What follows belongs to an exercise in optimizing a design on an open flow for small area; a production flow would make more cautious choices.
Only simulation tests tie the RTL to the original design; equivalence was not proved.
The flow treats the clock pin as an ideal source, which a real chip does not have.
Power figures rest on the tool's default switching activity, not on a simulated workload.

==> inputs of try-ember <==
==> flow/design.v <==
`timescale 1ns/1ps
module rpc_phy #(
  parameter int unsigned WORD_WIDTH = 256
) (
  input  logic                    clk_0_i,
  input  logic                    rst_ni,
  input  logic [31:0]             cmd_i,
  input  logic                    cmd_valid_i,
  output logic                    cmd_ready_o,
  input  logic [WORD_WIDTH-1:0]   data_i,
  input  logic [63:0]             mask_i,
  output logic                    data_ready_o,
  output logic [WORD_WIDTH-1:0]   data_o,
  output logic                    data_valid_o,
  output logic                    data_last_o,
  output logic                    cs_n_o,
  output logic                    stb_o,
  output logic                    db_oe_o,
  output logic [31:0]             db_o,
  input  logic [31:0]             rd_slice_i,
  input  logic                    rd_slice_valid_i
);
  logic       stb_q, wr_q, rd_q;
  logic       dv_q, dl_q;
  logic [2:0] cnt_q;
  logic [2:0] left_q;
  logic       pre_q;
  logic       idle, accept, take, cnt_end, left_zero;
  logic       sel_cm, sel_ld, sel_sh, sel_hd;
  logic [WORD_WIDTH-1:0] word_q, word_d, up, cm;
  assign idle      = ~(stb_q | wr_q | rd_q);
  assign accept    = idle & cmd_valid_i;
  assign take      = rd_q & ~stb_q & rd_slice_valid_i;
  assign cnt_end   = (cnt_q == 3'd7);
  assign left_zero = (left_q == 3'd0);
  always_ff @(posedge clk_0_i or negedge rst_ni) begin
    if (!rst_ni) begin
      stb_q <= 1'b0;
      wr_q  <= 1'b0;
      rd_q  <= 1'b0;
      dv_q  <= 1'b0;
      dl_q  <= 1'b0;
    end else begin
      stb_q <= accept;
      if (accept)                                wr_q <= (cmd_i[31:30] == 2'b01);
      else if (wr_q & cnt_end & ~pre_q & left_zero) wr_q <= 1'b0;
      if (accept)                                rd_q <= (cmd_i[31:30] == 2'b10);
      else if (take & cnt_end & left_zero)       rd_q <= 1'b0;
      dv_q <= take & cnt_end;
      dl_q <= take & cnt_end & left_zero;
    end
  end
  always_ff @(posedge clk_0_i) begin
    if (accept) begin
      cnt_q  <= {cmd_i[30], 1'b0, cmd_i[30]};
      left_q <= cmd_i[29:27];
      pre_q  <= 1'b1;
    end else begin
      if (wr_q | take) cnt_q <= cnt_q + 3'd1;
      if (cnt_end & ((wr_q & ~pre_q) | take)) left_q <= left_q - 3'd1;
      if (wr_q & cnt_end) pre_q <= 1'b0;
    end
  end
  assign cmd_ready_o  = idle;
  assign cs_n_o       = idle;
  assign stb_o        = stb_q;
  assign db_oe_o      = stb_q | wr_q;
  assign data_ready_o = wr_q & cnt_end & (pre_q | ~left_zero);
  assign data_valid_o = dv_q;
  assign data_last_o  = dl_q;
  assign sel_cm = idle;
  assign sel_ld = wr_q & cnt_end;
  assign sel_hd = rd_q & ~rd_slice_valid_i;
  assign sel_sh = ~idle & ~sel_ld & ~sel_hd;
  assign cm = {{(WORD_WIDTH-96){1'b0}}, mask_i, cmd_i[15:0], cmd_i[31:16]};
  assign up = {rd_slice_i, word_q[WORD_WIDTH-1:32]};
  always_comb begin
    for (int i = 0; i < WORD_WIDTH; i++) begin
      if (i < 96)
        word_d[i] = (sel_cm & cm[i]) | (sel_ld & data_i[i]) | (sel_sh & up[i]) | (sel_hd & word_q[i]);
      else
        word_d[i] = (sel_ld & data_i[i]) | (sel_sh & up[i]) | (sel_hd & word_q[i]);
    end
  end
  logic [95:0]            low_q;
  logic [WORD_WIDTH-1:96] high_nq;
  always_ff @(posedge clk_0_i) begin
    low_q   <= word_d[95:0];
    high_nq <= ~word_d[WORD_WIDTH-1:96];
  end
  assign word_q = {~high_nq, low_q};
  assign data_o = word_q;
  assign db_o   = {word_q[15:0], word_q[31:16]};
endmodule
==> flow/flow/run.sh <==
#!/bin/bash
set -o pipefail
export BUFFER_PORTS_ARGS="-buffer_cell sky130_fd_sc_hd__buf_1"
export CTS_ARGS="-sink_clustering_enable -repair_clock_nets -sink_clustering_size 30 -sink_clustering_max_diameter 80 -buf_list sky130_fd_sc_hd__clkbuf_16 -dont_use_dummy_load"
export POST_CTS_TCL="$PWD/flow/post_cts.tcl"
bash standard.sh > standard_flow.log 2>&1
==> flow/flow/post_cts.tcl <==
# Area recovery after clock tree synthesis: shrink cells that have timing
# slack to spare, then fix any slew or capacitance this leaves
repair_timing -recover_power 100 -setup_margin 0.3
estimate_parasitics -placement
repair_design -slew_margin 20 -cap_margin 20
detailed_placement
check_placement -verbose
==> flow/standard.sh <==
#!/bin/bash
# synth_recipe.tcl (not shown) runs the flow's synth.tcl, then flattens the netlist and writes it again
# the make line also repeats each setting of config.mk as NAME=value (left out here)
make -C /OpenROAD-flow-scripts/flow DESIGN_CONFIG=/design/flow/config.mk WORK_HOME=/design/flow/orfs CLKGATE_MAP_FILE= SYNTH_SCRIPT=/design/flow/synth_recipe.tcl "${@:-finish}"
==> flow/config.mk <==
export PLATFORM = sky130hd
export DESIGN_NAME = rpc_phy
export DESIGN_NICKNAME = rpc_phy
export VERILOG_FILES = /design/flow/design.v
export SDC_FILE = /design/flow/constraint.sdc
export NUM_CORES = 4
export LEC_CHECK = 0
export CAP_MARGIN = 20
export CORE_AREA = 5 5 245 245
export CTS_BUF_LIST = sky130_fd_sc_hd__clkbuf_16
export CTS_CLUSTER_DIAMETER = 80
export CTS_CLUSTER_SIZE = 30
export DIE_AREA = 0 0 250 250
export PLACE_DENSITY = 0.75
export SLEW_MARGIN = 20
==> flow/constraint.sdc <==
create_clock -name core_clock -period 5.0 [get_ports {clk_0_i}]
set_input_delay 1.0000 -clock core_clock [delete_from_list [all_inputs] [get_ports {clk_0_i}]]
set_output_delay 1.0000 -clock core_clock [all_outputs]
set_load 0.01 [all_outputs]
==> inputs of try-yarrow, as changes to try-ember <==
--- a/flow/design.v
+++ b/flow/design.v
@@ -82,13 +82,11 @@
         word_d[i] = (sel_ld & data_i[i]) | (sel_sh & up[i]) | (sel_hd & word_q[i]);
     end
   end
-  logic [95:0]            low_q;
-  logic [WORD_WIDTH-1:96] high_nq;
+  logic [WORD_WIDTH-1:0] word_nq;
   always_ff @(posedge clk_0_i) begin
-    low_q   <= word_d[95:0];
-    high_nq <= ~word_d[WORD_WIDTH-1:96];
+    word_nq <= ~word_d;
   end
-  assign word_q = {~high_nq, low_q};
+  assign word_q = ~word_nq;
   assign data_o = word_q;
   assign db_o   = {word_q[15:0], word_q[31:16]};
 endmodule
==> flow/run.sh (new file) <==
#!/bin/bash
# synth_recipe.tcl (not shown) runs the flow's synth.tcl, then flattens the netlist and writes it again
# the make line also repeats each setting of config.mk as NAME=value (left out here)
make -C /OpenROAD-flow-scripts/flow DESIGN_CONFIG=/design/flow/config.mk WORK_HOME=/design/flow/orfs CLKGATE_MAP_FILE= SYNTH_SCRIPT=/design/flow/synth_recipe.tcl finish
CORE_AREA = not set   (was 5 5 245 245)
CORE_MARGIN = 2   (was not set)
CORE_UTILIZATION = 40   (was not set)
CTS_BUF_LIST = not set   (was sky130_fd_sc_hd__clkbuf_16)
CTS_CLUSTER_DIAMETER = not set   (was 80)
CTS_CLUSTER_SIZE = not set   (was 30)
DIE_AREA = not set   (was 0 0 250 250)
PLACE_DENSITY = 0.6   (was 0.75)
removed: flow/flow/run.sh
removed: flow/flow/post_cts.tcl
removed: flow/standard.sh
==> inputs of try-zinc, as changes to try-ember <==
--- a/flow/design.v
+++ b/flow/design.v
@@ -82,13 +82,11 @@
         word_d[i] = (sel_ld & data_i[i]) | (sel_sh & up[i]) | (sel_hd & word_q[i]);
     end
   end
-  logic [95:0]            low_q;
-  logic [WORD_WIDTH-1:96] high_nq;
+  logic [WORD_WIDTH-1:0] word_nq;
   always_ff @(posedge clk_0_i) begin
-    low_q   <= word_d[95:0];
-    high_nq <= ~word_d[WORD_WIDTH-1:96];
+    word_nq <= ~word_d;
   end
-  assign word_q = {~high_nq, low_q};
+  assign word_q = ~word_nq;
   assign data_o = word_q;
   assign db_o   = {word_q[15:0], word_q[31:16]};
 endmodule
==> flow/run.sh (new file) <==
#!/bin/bash
# synth_recipe.tcl (not shown) runs the flow's synth.tcl, then flattens the netlist and writes it again
# the make line also repeats each setting of config.mk as NAME=value (left out here)
make -C /OpenROAD-flow-scripts/flow DESIGN_CONFIG=/design/flow/config.mk WORK_HOME=/design/flow/orfs CLKGATE_MAP_FILE= SYNTH_SCRIPT=/design/flow/synth_recipe.tcl finish
CTS_BUF_LIST = not set   (was sky130_fd_sc_hd__clkbuf_16)
CTS_CLUSTER_DIAMETER = not set   (was 80)
CTS_CLUSTER_SIZE = not set   (was 30)
PLACE_DENSITY = 0.6   (was 0.75)
removed: flow/flow/run.sh
removed: flow/flow/post_cts.tcl
removed: flow/standard.sh
==> comparison <==
try-zinc passed the timing, DRC and antenna checks. try-ember finished clean. try-yarrow did not get past I/O pin placement (3_2_place_iop) on PPL-0024. Count of clock-buffer cells in the layout: try-ember is lower than try-zinc (30). Between try-ember and try-zinc, the lower sequential power is in try-zinc (gap 12%, measured against try-zinc). In try-ember the wire length is lower than in try-zinc, by about 14%. In try-zinc the worst setup slack is lower than in try-ember, by 0.10 ns. Between try-ember and try-zinc, the lower combinational power is in try-ember (gap about 37%, measured against try-zinc).
==> figures <==
Run status: try-yarrow did not finish; try-zinc complete, no violations; try-ember complete, no violations
Stage where the flow stopped: try-yarrow I/O pin placement (3_2_place_iop); try-zinc -; try-ember -
Syn_area_per_cell: try-yarrow 10.64 µm²; try-zinc 10.64 µm²; try-ember 10.24 µm²
Detailed placer's ending HPWL: try-yarrow -; try-zinc 39.32 mm; try-ember 34.91 mm
Global-route wire length before repair: try-yarrow -; try-zinc 75.18 mm; try-ember 64.39 mm
Part of the total power dissipated in sequential elements: try-yarrow -; try-zinc 27.8%; try-ember 41.2%
Routed length on met1: try-yarrow -; try-zinc 21.64 mm; try-ember 18.00 mm
Power of the sequential group: try-yarrow -; try-zinc 3.38 mW; try-ember 3.78 mW
Antenna Cells: try-yarrow -; try-zinc 1; try-ember 2
Net switching power of the design: try-yarrow -; try-zinc 4.524 mW; try-ember 4.020 mW
Share of the clock period used by the worst path after layout: try-yarrow -; try-zinc 65.98%; try-ember 63.90%
P_clk: try-yarrow -; try-zinc 2.27 mW; try-ember 1.27 mW
Initial Utilization: try-yarrow 40.42%; try-zinc 19.47%; try-ember 18.19%

separate check: timing with driven ports:
Ports are ideal in the flow. The routed layouts listed here were re-timed in OpenROAD. Step 1, drivers: a clkbuf_16 drives clk_0_i and a buf_2 each remaining input, both assumed. Step 2, shift: input delay + t, output delay - t, t = (earliest + latest rising clock arrival at the registers) / 2. This alone moves slack from input paths to output paths. Slacks: ideal ports / drivers / drivers and shift; pairs: ideal ports / drivers.
run | t, ns | setup WS [ns] | worst hold slack (ns)
try-ember | 0.567 | 1.805 / 1.747 / 1.588 | 0.345 / 0.320 / 0.431
try-zinc | 0.614 | 1.701 / 1.650 / 1.992 | 0.461 / 0.461 / 0.461
After both steps setup and hold are still met in every run listed. For try-ember, which loses most, drivers alone change the setup slack by -0.058 ns; drivers and shift together by -0.217 ns.
